Source: an optimization exercise on an open RTL-to-GDS flow (aim: small area and a short achievable clock period). Production flows keep margins and buffers that such runs may drop. At most, simulation tests tie the RTL to the original design; equivalence was not proved. No activity file was given, so power comes from the tool's default toggle rates.

==> inputs of maple <==
## port_sgdma
module port_sgdma #(
    parameter port_dma_pkg::port_t P_PORT = 4'd3
) (
    input  logic                i_clk,
    input  logic                i_rst_n,
    input  logic                i_locked,
    input  port_dma_pkg::data_t i_dat,
    input  logic                i_empty,
    output logic                o_rd_en,
    output port_dma_pkg::desc_t o_cb_din,
    output logic                o_cb_wr_en,
    input  logic                i_cb_full,
    output logic                o_mmu_wr_req,
    output port_dma_pkg::port_t o_sram_sel,
    output logic                o_mmu_wr_en,
    output port_dma_pkg::addr_t o_mmu_wr_addr,
    output port_dma_pkg::data_t o_mmu_wr_dat,
    output logic                o_mmu_wr_done,
    input  logic                i_mmu_wr_ready,
    input  logic                i_mmu_malloc_done,
    input  logic                i_fp_wr_en,
    input  port_dma_pkg::addr_t i_fp_wr_dat,
    output logic                o_aply_req,
    output port_dma_pkg::cnt_t  o_length
);
export LEC_CHECK = 0
export CAP_MARGIN = 20
export CORE_MARGIN = 2
export CORE_UTILIZATION = 55
export CTS_CLUSTER_DIAMETER = 100
export CTS_CLUSTER_SIZE = 30
export SETUP_SLACK_MARGIN = 2.6
export SLEW_MARGIN = 20
export TNS_END_PERCENT = 5
create_clock -name core_clock -period 5.0 [get_ports {i_clk}]
standard.sh (not shown) runs the stock make flow with config.mk's settings and CLKGATE_MAP_FILE= SYNTH_SCRIPT=/design/flow/synth_recipe.tcl, a recipe that flattens the netlist after the stock synthesis.
==> flow/flow/run.sh <==
#!/bin/bash
# Standard layout, unchanged; each tool's output is in orfs/logs and standard.log.
bash standard.sh > standard.log 2>&1
==> zinc (differences from maple) <==
--- a/flow/design.v
+++ b/flow/design.v
@@ -58,16 +58,12 @@
     localparam int NWL    = 1 << WL_W;
     localparam int NWH    = 1 << WH_W;
     localparam int NBANK  = 4;
     localparam int BK_W   = $clog2(NBANK);
     localparam int ROWS   = DEPTH / NBANK;
     localparam int ROW_W  = $clog2(ROWS);
-    localparam int RH_W   = ROW_W / 2;
-    localparam int RL_W   = ROW_W - RH_W;
-    localparam int NRH    = 1 << RH_W;
-    localparam int NRL    = 1 << RL_W;
     logic                filling;
     logic                push;
     logic                pull;
     port_dma_pkg::addr_t push_dat;
     logic                full;
     logic                near0;
@@ -75,107 +71,135 @@
     logic                hold;
     logic                pend_vld;
     port_dma_pkg::cnt_t  pend_cells;
     logic                take_pend;
     logic                park;
     logic [PTR_W-1:0] wr_ptr;
-    logic [NWH-1:0]   wr_hi;
-    logic [NWL-1:0]   wr_lo;
-    always_ff @(posedge i_clk or negedge i_rst_n) begin
-        if (!i_rst_n) begin
-            wr_ptr <= '0;
-        end else if (push) begin
-            wr_ptr <= wr_ptr + 1'b1;
-        end
-    end
-    always_comb begin
-        for (int k = 0; k < NWH; k++) begin
-            wr_hi[k] = (wr_ptr[PTR_W-1:WL_W] == WH_W'(k));
-        end
-        for (int k = 0; k < NWL; k++) begin
-            wr_lo[k] = (wr_ptr[WL_W-1:0] == WL_W'(k));
-        end
-    end
+    logic             wr_q;
+    logic [PTR_W-1:0] wr_slot_q;
+    assign wr_ptr = wr_slot_q + PTR_W'(wr_q);
     logic [NBANK-1:0] rd_bk;
     always_ff @(posedge i_clk or negedge i_rst_n) begin
         if (!i_rst_n) begin
             rd_bk <= NBANK'(1);
         end else if (pull) begin
             rd_bk <= {rd_bk[NBANK-2:0], rd_bk[NBANK-1]};
         end
     end
-    logic [NRH-1:0]            rs_hi;
-    logic [NBANK-1:0][NRL-1:0] rs_lo;
+    logic [ROWS-1:0] rs;
+    logic [ROWS-1:0] rs0;
     always_ff @(posedge i_clk or negedge i_rst_n) begin
         if (!i_rst_n) begin
-            rs_hi <= NRH'(1);
-        end else if (pull && rd_bk[NBANK-1] && rs_lo[0][NRL-1]) begin
-            rs_hi <= {rs_hi[NRH-2:0], rs_hi[NRH-1]};
-        end
-    end
-    for (genvar bk = 0; bk < NBANK; bk++) begin : g_rs
-        always_ff @(posedge i_clk or negedge i_rst_n) begin
-            if (!i_rst_n) begin
-                rs_lo[bk] <= NRL'(2);
-            end else if (pull && rd_bk[NBANK-1]) begin
-                rs_lo[bk] <= {rs_lo[bk][NRL-2:0], rs_lo[bk][NRL-1]};
+            rs  <= ROWS'(2);
+            rs0 <= ROWS'(2);
+        end else begin
+            if (pull && rd_bk[NBANK-1]) begin
+                rs <= {rs[ROWS-2:0], rs[ROWS-1]};
+            end
+            if (pull && rd_bk[NBANK-2]) begin
+                rs0 <= {rs0[ROWS-2:0], rs0[ROWS-1]};
             end
         end
     end
     logic [IDX_W-1:0] fill_idx;
     assign fill_idx = wr_ptr[IDX_W-1:0];
     always_ff @(posedge i_clk or negedge i_rst_n) begin
         if (!i_rst_n) begin
             filling <= 1'b1;
         end else if (filling && i_locked
-                     && (wr_ptr == PTR_W'(port_dma_pkg::FP_INIT_ENTRIES - 1))) begin
+                     && (wr_q ? (wr_slot_q == PTR_W'(port_dma_pkg::FP_INIT_ENTRIES - 2))
+                              : (wr_slot_q == PTR_W'(port_dma_pkg::FP_INIT_ENTRIES - 1)))) begin
             filling <= 1'b0;
         end
     end
     assign push     = filling ? i_locked : (i_fp_wr_en && !full);
     assign push_dat = filling ? {P_PORT, {PAD_W{1'b0}}, fill_idx} : i_fp_wr_dat;
     assign pull     = i_pop;
-    logic [NWH-1:0] push_hi;
-    assign push_hi = wr_hi & {NWH{push}};
+    logic [AW-1:0] push_q;
+    always_ff @(posedge i_clk or negedge i_rst_n) begin
+        if (!i_rst_n) begin
+            wr_q      <= 1'b0;
+            wr_slot_q <= '0;
+        end else begin
+            wr_q      <= push;
+            wr_slot_q <= wr_ptr;
+        end
+    end
+    always_ff @(posedge i_clk) begin
+        push_q <= push_dat;
+    end
+    logic [NWH-1:0] wq_hi;
+    logic [NWL-1:0] wq_lo;
+    always_ff @(posedge i_clk or negedge i_rst_n) begin
+        if (!i_rst_n) begin
+            wq_hi <= '0;
+        end else begin
+            for (int k = 0; k < NWH; k++) begin
+                wq_hi[k] <= push && (wr_ptr[PTR_W-1:WL_W] == WH_W'(k));
+            end
+        end
+    end
+    always_ff @(posedge i_clk) begin
+        for (int k = 0; k < NWL; k++) begin
+            wq_lo[k] <= (wr_ptr[WL_W-1:0] == WL_W'(k));
+        end
+    end
     logic [DEPTH-1:0][AW-1:0] term;
     for (genvar i = 0; i < DEPTH; i++) begin : g_slot
         logic [AW-1:0] q;
         always_ff @(posedge i_clk) begin
-            if (push_hi[i/NWL] && wr_lo[i%NWL]) begin
-                q <= push_dat;
+            if (wq_hi[i/NWL] && wq_lo[i%NWL]) begin
+                q <= push_q;
             end
         end
-        assign term[i] = q & {AW{rs_lo[i%NBANK][(i/NBANK)%NRL]}};
+        assign term[i] = q & {AW{(i % NBANK == 0) ? rs0[i/NBANK] : rs[i/NBANK]}};
     end
-    logic [NBANK-1:0][AW-1:0] bank_out;
+    localparam int NPART = 4;
+    logic [NBANK-1:0][NPART-1:0][AW-1:0] bank_out;
+    logic [NBANK-1:0][NPART-1:0][AW-1:0] bank_q;
     always_comb begin
         for (int bk = 0; bk < NBANK; bk++) begin
-            bank_out[bk] = '0;
-            for (int h = 0; h < NRH; h++) begin : g_part
-                logic [AW-1:0] part;
-                part = '0;
-                for (int l = 0; l < NRL; l++) begin
-                    part = part | term[(h*NRL+l)*NBANK+bk];
+            for (int pt = 0; pt < NPART; pt++) begin
+                bank_out[bk][pt] = '0;
+                for (int r = pt * ROWS / NPART; r < (pt + 1) * ROWS / NPART; r++) begin
+                    bank_out[bk][pt] = bank_out[bk][pt] | term[r*NBANK+bk];
                 end
-                bank_out[bk] = bank_out[bk] | (part & {AW{rs_hi[h]}});
+            end
+        end
+    end
+    logic [NBANK-1:0][AW-1:0] bank_rd;
+    always_comb begin
+        for (int bk = 0; bk < NBANK; bk++) begin
+            bank_rd[bk] = '0;
+            for (int pt = 0; pt < NPART; pt++) begin
+                bank_rd[bk] = bank_rd[bk] | bank_q[bk][pt];
             end
         end
     end
     logic wr_near;
     assign wr_near = pull ? near1 : near0;
+    logic [AW-1:0]            push_qq;
+    logic                     byp_q;
+    logic                     byp_nxt;
+    logic                     byp2_q;
+    logic                     byp2_nxt;
+    always_ff @(posedge i_clk) begin
+        bank_q  <= bank_out;
+        push_qq <= push_q;
+    end
     logic [NBANK-1:0][AW-1:0] hd;
     for (genvar bk = 0; bk < NBANK; bk++) begin : g_bank
         logic hit;
         logic popb;
         assign hit  = push && wr_near && (wr_ptr[BK_W-1:0] == BK_W'(bk));
         assign popb = pull && rd_bk[bk];
         always_ff @(posedge i_clk) begin
             if (hit) begin
                 hd[bk] <= push_dat;
             end else if (popb) begin
-                hd[bk] <= bank_out[bk];
+                hd[bk] <= byp_q ? push_q : (byp2_q ? push_qq : bank_rd[bk]);
             end
         end
     end
     always_comb begin
         o_addr = '0;
         for (int bk = 0; bk < NBANK; bk++) begin
@@ -195,12 +219,16 @@
         end else if (dec_q) begin
             used = used_lag - 1'b1;
         end else begin
             used = used_lag;
         end
     end
+    assign byp_nxt  = push && (pull ? (used == (PTR_W + 1)'(NBANK + 1))
+                                    : (used == (PTR_W + 1)'(NBANK)));
+    assign byp2_nxt = wr_q && (pull ? (used == (PTR_W + 1)'(NBANK + 2))
+                                    : (used == (PTR_W + 1)'(NBANK + 1)));
     always_comb begin
         if (inc) begin
             o_nempty_nxt = 1'b1;
             full_nxt     = (used == (PTR_W + 1)'(DEPTH - 1));
             near0_nxt    = (used < (PTR_W + 1)'(NBANK - 1));
             near1_nxt    = (used < (PTR_W + 1)'(NBANK));
@@ -216,30 +244,35 @@
             near1_nxt    = near1;
         end
     end
     always_ff @(posedge i_clk or negedge i_rst_n) begin
         if (!i_rst_n) begin
             used_lag <= '0;
+            byp_q    <= 1'b0;
+            byp2_q   <= 1'b0;
             inc_q    <= 1'b0;
             dec_q    <= 1'b0;
             o_nempty <= 1'b0;
             full     <= 1'b0;
             near0    <= 1'b1;
             near1    <= 1'b0;
         end else begin
             used_lag <= used;
+            byp_q    <= byp_nxt;
+            byp2_q   <= byp2_nxt;
             inc_q    <= inc;
             dec_q    <= dec;
             o_nempty <= o_nempty_nxt;
             full     <= full_nxt;
             near0    <= near0_nxt;
             near1    <= near1_nxt;
         end
     end
-    assign take_pend = !o_aply_req && pend_vld;
-    assign park      = i_pkt_start && (o_aply_req || pend_vld);
+    logic aply;
+    assign take_pend = !aply && pend_vld;
+    assign park      = i_pkt_start && (aply || pend_vld);
     always_ff @(posedge i_clk or negedge i_rst_n) begin
         if (!i_rst_n) begin
             pend_vld <= 1'b0;
         end else if (park) begin
             pend_vld <= 1'b1;
         end else if (take_pend) begin
@@ -251,28 +284,37 @@
             pend_cells <= i_pkt_cells;
         end
     end
     always_ff @(posedge i_clk or negedge i_rst_n) begin
         if (!i_rst_n) begin
             o_aply_req <= 1'b0;
+        end else if (o_aply_req) begin
+            o_aply_req <= !(hold && i_mmu_malloc_done);
+        end else begin
+            o_aply_req <= pend_vld || i_pkt_start;
+        end
+    end
+    always_ff @(posedge i_clk or negedge i_rst_n) begin
+        if (!i_rst_n) begin
+            aply       <= 1'b0;
             hold       <= 1'b0;
             o_length   <= '0;
         end else begin
-            if (!o_aply_req) begin
+            if (!aply) begin
                 if (pend_vld) begin
                     o_length   <= pend_cells;
-                    o_aply_req <= 1'b1;
+                    aply <= 1'b1;
                 end else if (i_pkt_start) begin
                     o_length   <= i_pkt_cells;
-                    o_aply_req <= 1'b1;
+                    aply <= 1'b1;
                 end
             end else if (!hold) begin
                 hold <= 1'b1;
             end else if (i_mmu_malloc_done) begin
                 hold       <= 1'b0;
-                o_aply_req <= 1'b0;
+                aply <= 1'b0;
             end
         end
     end
 endmodule
 `timescale 1ns/100ps
 module cell_writer (
@@ -307,12 +349,13 @@
     logic               st_body;
     logic               st_done;
     logic               st_idle;
     logic               hdr_nxt;
     logic               body_nxt;
     logic               pop_ok;
+    logic               pop_ok_o;
     port_dma_pkg::cnt_t body_left;
     logic [LEN_W-1:0]   hdr_len;
     logic [CNT_W-1:0]   len_cells;
     port_dma_pkg::cnt_t hdr_cells;
     port_dma_pkg::cnt_t cb_cells;
     logic               src_ready;
@@ -333,42 +376,48 @@
     logic last;
     assign st_idle   = !(st_req || st_wait || st_hdr || st_body || st_done);
     assign src_ready = !i_empty && i_fp_nempty;
     assign start_ok  = i_locked && src_ready && !i_cb_full;
     assign hdr_pop  = st_hdr && src_ready;
     assign cell_pop = pop_ok && !i_empty;
-    assign o_rd_en  = cell_pop;
+    assign o_rd_en  = pop_ok_o && !i_empty;
     assign o_fp_pop = cell_pop;
-    assign o_mmu_wr_req = st_req;
+    logic req_o;
+    assign o_mmu_wr_req = req_o;
     assign o_pkt_start = hdr_pop;
     assign o_pkt_cells = hdr_cells;
     assign hdr_nxt  = (st_wait && i_mmu_wr_ready) || (st_hdr && !src_ready);
     assign body_nxt = (hdr_pop && !len_zero)
                    || (st_body && !(src_ready && last));
     always_ff @(posedge i_clk or negedge i_rst_n) begin
         if (!i_rst_n) begin
             st_req        <= 1'b0;
+            req_o         <= 1'b0;
             st_wait       <= 1'b0;
             st_hdr        <= 1'b0;
             st_body       <= 1'b0;
             pop_ok        <= 1'b0;
+            pop_ok_o      <= 1'b0;
             st_done       <= 1'b0;
             body_left     <= '0;
             last          <= 1'b0;
             o_mmu_wr_en   <= 1'b0;
             o_cb_wr_en    <= 1'b0;
             o_mmu_wr_done <= 1'b0;
         end else begin
             o_mmu_wr_en   <= cell_pop;
             o_cb_wr_en    <= hdr_pop;
             o_mmu_wr_done <= st_done;
             st_req  <= st_idle && start_ok;
+            req_o   <= !(st_req || st_wait || st_hdr || st_body || st_done) && i_locked
+                    && !i_empty && i_fp_nempty && !i_cb_full;
             st_wait <= st_req || (st_wait && !i_mmu_wr_ready);
             st_hdr  <= hdr_nxt;
             st_body <= body_nxt;
             pop_ok  <= (hdr_nxt || body_nxt) && i_fp_nempty_nxt;
+            pop_ok_o <= (hdr_nxt && i_fp_nempty_nxt) || (body_nxt && i_fp_nempty_nxt);
             st_done <= (hdr_pop && len_zero)
                     || (st_body && src_ready && last);
             if (hdr_pop) begin
                 body_left <= len_cells;
                 last      <= len_one;
             end else if (cell_pop) begin
==> flow/flow/run.sh (replaced) <==
#!/bin/bash
# Standard layout, with plain buf_4 cells as the port buffers that
# buffer_ports places on every input and output.
# Each tool's output is in orfs/logs; make's output is in standard.log.
export BUFFER_PORTS_ARGS="-buffer_cell sky130_fd_sc_hd__buf_4"
bash standard.sh > standard.log 2>&1
- CTS_CLUSTER_DIAMETER: 100 -> 80
- CTS_CLUSTER_SIZE: 30 -> 25
==> violet (differences from maple) <==
--- a/flow/design.v
+++ b/flow/design.v
@@ -232,14 +232,15 @@
             o_nempty <= o_nempty_nxt;
             full     <= full_nxt;
             near0    <= near0_nxt;
             near1    <= near1_nxt;
         end
     end
-    assign take_pend = !o_aply_req && pend_vld;
-    assign park      = i_pkt_start && (o_aply_req || pend_vld);
+    logic aply;
+    assign take_pend = !aply && pend_vld;
+    assign park      = i_pkt_start && (aply || pend_vld);
     always_ff @(posedge i_clk or negedge i_rst_n) begin
         if (!i_rst_n) begin
             pend_vld <= 1'b0;
         end else if (park) begin
             pend_vld <= 1'b1;
         end else if (take_pend) begin
@@ -251,28 +252,37 @@
             pend_cells <= i_pkt_cells;
         end
     end
     always_ff @(posedge i_clk or negedge i_rst_n) begin
         if (!i_rst_n) begin
             o_aply_req <= 1'b0;
+        end else if (o_aply_req) begin
+            o_aply_req <= !(hold && i_mmu_malloc_done);
+        end else begin
+            o_aply_req <= pend_vld || i_pkt_start;
+        end
+    end
+    always_ff @(posedge i_clk or negedge i_rst_n) begin
+        if (!i_rst_n) begin
+            aply       <= 1'b0;
             hold       <= 1'b0;
             o_length   <= '0;
         end else begin
-            if (!o_aply_req) begin
+            if (!aply) begin
                 if (pend_vld) begin
                     o_length   <= pend_cells;
-                    o_aply_req <= 1'b1;
+                    aply <= 1'b1;
                 end else if (i_pkt_start) begin
                     o_length   <= i_pkt_cells;
-                    o_aply_req <= 1'b1;
+                    aply <= 1'b1;
                 end
             end else if (!hold) begin
                 hold <= 1'b1;
             end else if (i_mmu_malloc_done) begin
                 hold       <= 1'b0;
-                o_aply_req <= 1'b0;
+                aply <= 1'b0;
             end
         end
     end
 endmodule
 `timescale 1ns/100ps
 module cell_writer (
@@ -307,12 +317,13 @@
     logic               st_body;
     logic               st_done;
     logic               st_idle;
     logic               hdr_nxt;
     logic               body_nxt;
     logic               pop_ok;
+    logic               pop_ok_o;
     port_dma_pkg::cnt_t body_left;
     logic [LEN_W-1:0]   hdr_len;
     logic [CNT_W-1:0]   len_cells;
     port_dma_pkg::cnt_t hdr_cells;
     port_dma_pkg::cnt_t cb_cells;
     logic               src_ready;
@@ -333,42 +344,48 @@
     logic last;
     assign st_idle   = !(st_req || st_wait || st_hdr || st_body || st_done);
     assign src_ready = !i_empty && i_fp_nempty;
     assign start_ok  = i_locked && src_ready && !i_cb_full;
     assign hdr_pop  = st_hdr && src_ready;
     assign cell_pop = pop_ok && !i_empty;
-    assign o_rd_en  = cell_pop;
+    assign o_rd_en  = pop_ok_o && !i_empty;
     assign o_fp_pop = cell_pop;
-    assign o_mmu_wr_req = st_req;
+    logic req_o;
+    assign o_mmu_wr_req = req_o;
     assign o_pkt_start = hdr_pop;
     assign o_pkt_cells = hdr_cells;
     assign hdr_nxt  = (st_wait && i_mmu_wr_ready) || (st_hdr && !src_ready);
     assign body_nxt = (hdr_pop && !len_zero)
                    || (st_body && !(src_ready && last));
     always_ff @(posedge i_clk or negedge i_rst_n) begin
         if (!i_rst_n) begin
             st_req        <= 1'b0;
+            req_o         <= 1'b0;
             st_wait       <= 1'b0;
             st_hdr        <= 1'b0;
             st_body       <= 1'b0;
             pop_ok        <= 1'b0;
+            pop_ok_o      <= 1'b0;
             st_done       <= 1'b0;
             body_left     <= '0;
             last          <= 1'b0;
             o_mmu_wr_en   <= 1'b0;
             o_cb_wr_en    <= 1'b0;
             o_mmu_wr_done <= 1'b0;
         end else begin
             o_mmu_wr_en   <= cell_pop;
             o_cb_wr_en    <= hdr_pop;
             o_mmu_wr_done <= st_done;
             st_req  <= st_idle && start_ok;
+            req_o   <= !(st_req || st_wait || st_hdr || st_body || st_done) && i_locked
+                    && !i_empty && i_fp_nempty && !i_cb_full;
             st_wait <= st_req || (st_wait && !i_mmu_wr_ready);
             st_hdr  <= hdr_nxt;
             st_body <= body_nxt;
             pop_ok  <= (hdr_nxt || body_nxt) && i_fp_nempty_nxt;
+            pop_ok_o <= (hdr_nxt && i_fp_nempty_nxt) || (body_nxt && i_fp_nempty_nxt);
             st_done <= (hdr_pop && len_zero)
                     || (st_body && src_ready && last);
             if (hdr_pop) begin
                 body_left <= len_cells;
                 last      <= len_one;
             end else if (cell_pop) begin
==> flow/flow/run.sh (replaced) <==
#!/bin/bash
# Standard layout, with plain buf_4 cells as the port buffers that
# buffer_ports places on every input and output.
# Each tool's output is in orfs/logs; make's output is in standard.log.
export BUFFER_PORTS_ARGS="-buffer_cell sky130_fd_sc_hd__buf_4"
bash standard.sh > standard.log 2>&1
- CTS_CLUSTER_DIAMETER: 100 -> 80
- CTS_CLUSTER_SIZE: 30 -> 25
- SETUP_SLACK_MARGIN: 2.6 -> 2.8
==> results.txt <==
maple passed the timing, design-rule and antenna checks. zinc finished clean. violet went through all stages and came out clean. The lowest clock skew belongs to maple, the highest to zinc. Against zinc, the sequential power of violet is lower by about 9%. Die area, lowest first: maple, violet, zinc. Of zinc and maple, maple has the higher routed wire length (gap about 1.7%, measured against maple). Core utilization: violet > maple > zinc. Clock power, lowest first: maple, violet, zinc. Hold slack, lowest first: zinc, violet, maple. Between violet and maple, the lower final area is in maple (gap about 2.1%, measured against maple). Sequential share of layout area: maple is lower than zinc (4.3 points).
==> figures <==
| metric | violet | maple | zinc |
|---|---|---|---|
| Run status | timing/DRC/antenna clean | timing/DRC/antenna clean | timing/DRC/antenna clean |
| Clock buffer instance count of the final layout | 290 | 261 | 376 |
| Proportion of cell area occupied by registers | 70.8% | 72.2% | 76.5% |
| Placeable core region | 0.283 mm2 | 0.283 mm2 | 0.302 mm2 |
| Multi-input gates | 3603 | 3662 | 3424 |
| Kind of capture point of the worst setup path | flip-flop | flip-flop | primary output |
| Fraction of the mapped netlist area in compound gates | 11.5% | 11.7% | 11.6% |
| Antenna violations before repair | 20 | 22 | 58 |
| Layout area overhead | 16.4% | 14.1% | 7.88% |
| Count of buffers added by post-CTS timing repair for setup | 301 | 159 | 2 |
| R2R Path End | u_fp.g_slot[134].q[9] | u_fp.hd[63] | u_fp.g_slot[181].q[15] |
| Number of instances in the placed design | 12300 | 12400 | 12600 |
| Global placement routability congestion | 0.884 | 0.887 | 0.885 |
| Hold slack final | 0.109 ns | 0.154 ns | 0.0594 ns |
| Maximum single-stage delay on the critical path | 0.71 ns | 0.60 ns | 0.47 ns |
| Relative area of clock buffers and inverters in the final design | 3.28% | 2.68% | 3.62% |
| Post_cts resized | 453 | 417 | 31 |
| Fraction of power spent switching nets | 22.1% | 21.9% | 21.9% |
| Post-synthesis cell count | 8547 | 8617 | 8827 |
No functional check of the RTL was part of maple.

-- afterwards: timing with drivers on the ports --
How much do the figures lean on ideal ports? The routed layouts below were timed once more, with nothing changed but the port constraints.
Step 1, drivers: a clkbuf_16 drives i_clk and a buf_2 each remaining input, both assumed.
Step 2 adds t to the input delays and takes it off the output delays; t is the mean of the earliest and latest rising clock arrival at the registers after step 1. Input paths then give back, and output paths get back, about the clock's delay inside the block.
a / b / c = no drivers / after step 1 / after step 2; a / b = the first two.
| run | t, ns | setup WS [ns] | hold WS [ns] | pins driven straight from the clock port |
|---|---|---|---|---|
| maple | 1.006 | 2.017 / 2.017 / 1.372 | 0.154 / 0.082 / 0.431 | 1 |
| zinc | 1.045 | 2.333 / 2.232 / 1.676 | 0.059 / 0.066 / 0.395 | 1 |
| violet | 1.038 | 2.096 / 2.096 / 1.474 | 0.109 / 0.025 / 0.408 | 1 |
After both steps setup and hold are still met in every run listed. The setup slack of zinc, which loses most, moves by -0.101 ns with the drivers and by -0.657 ns with both steps.
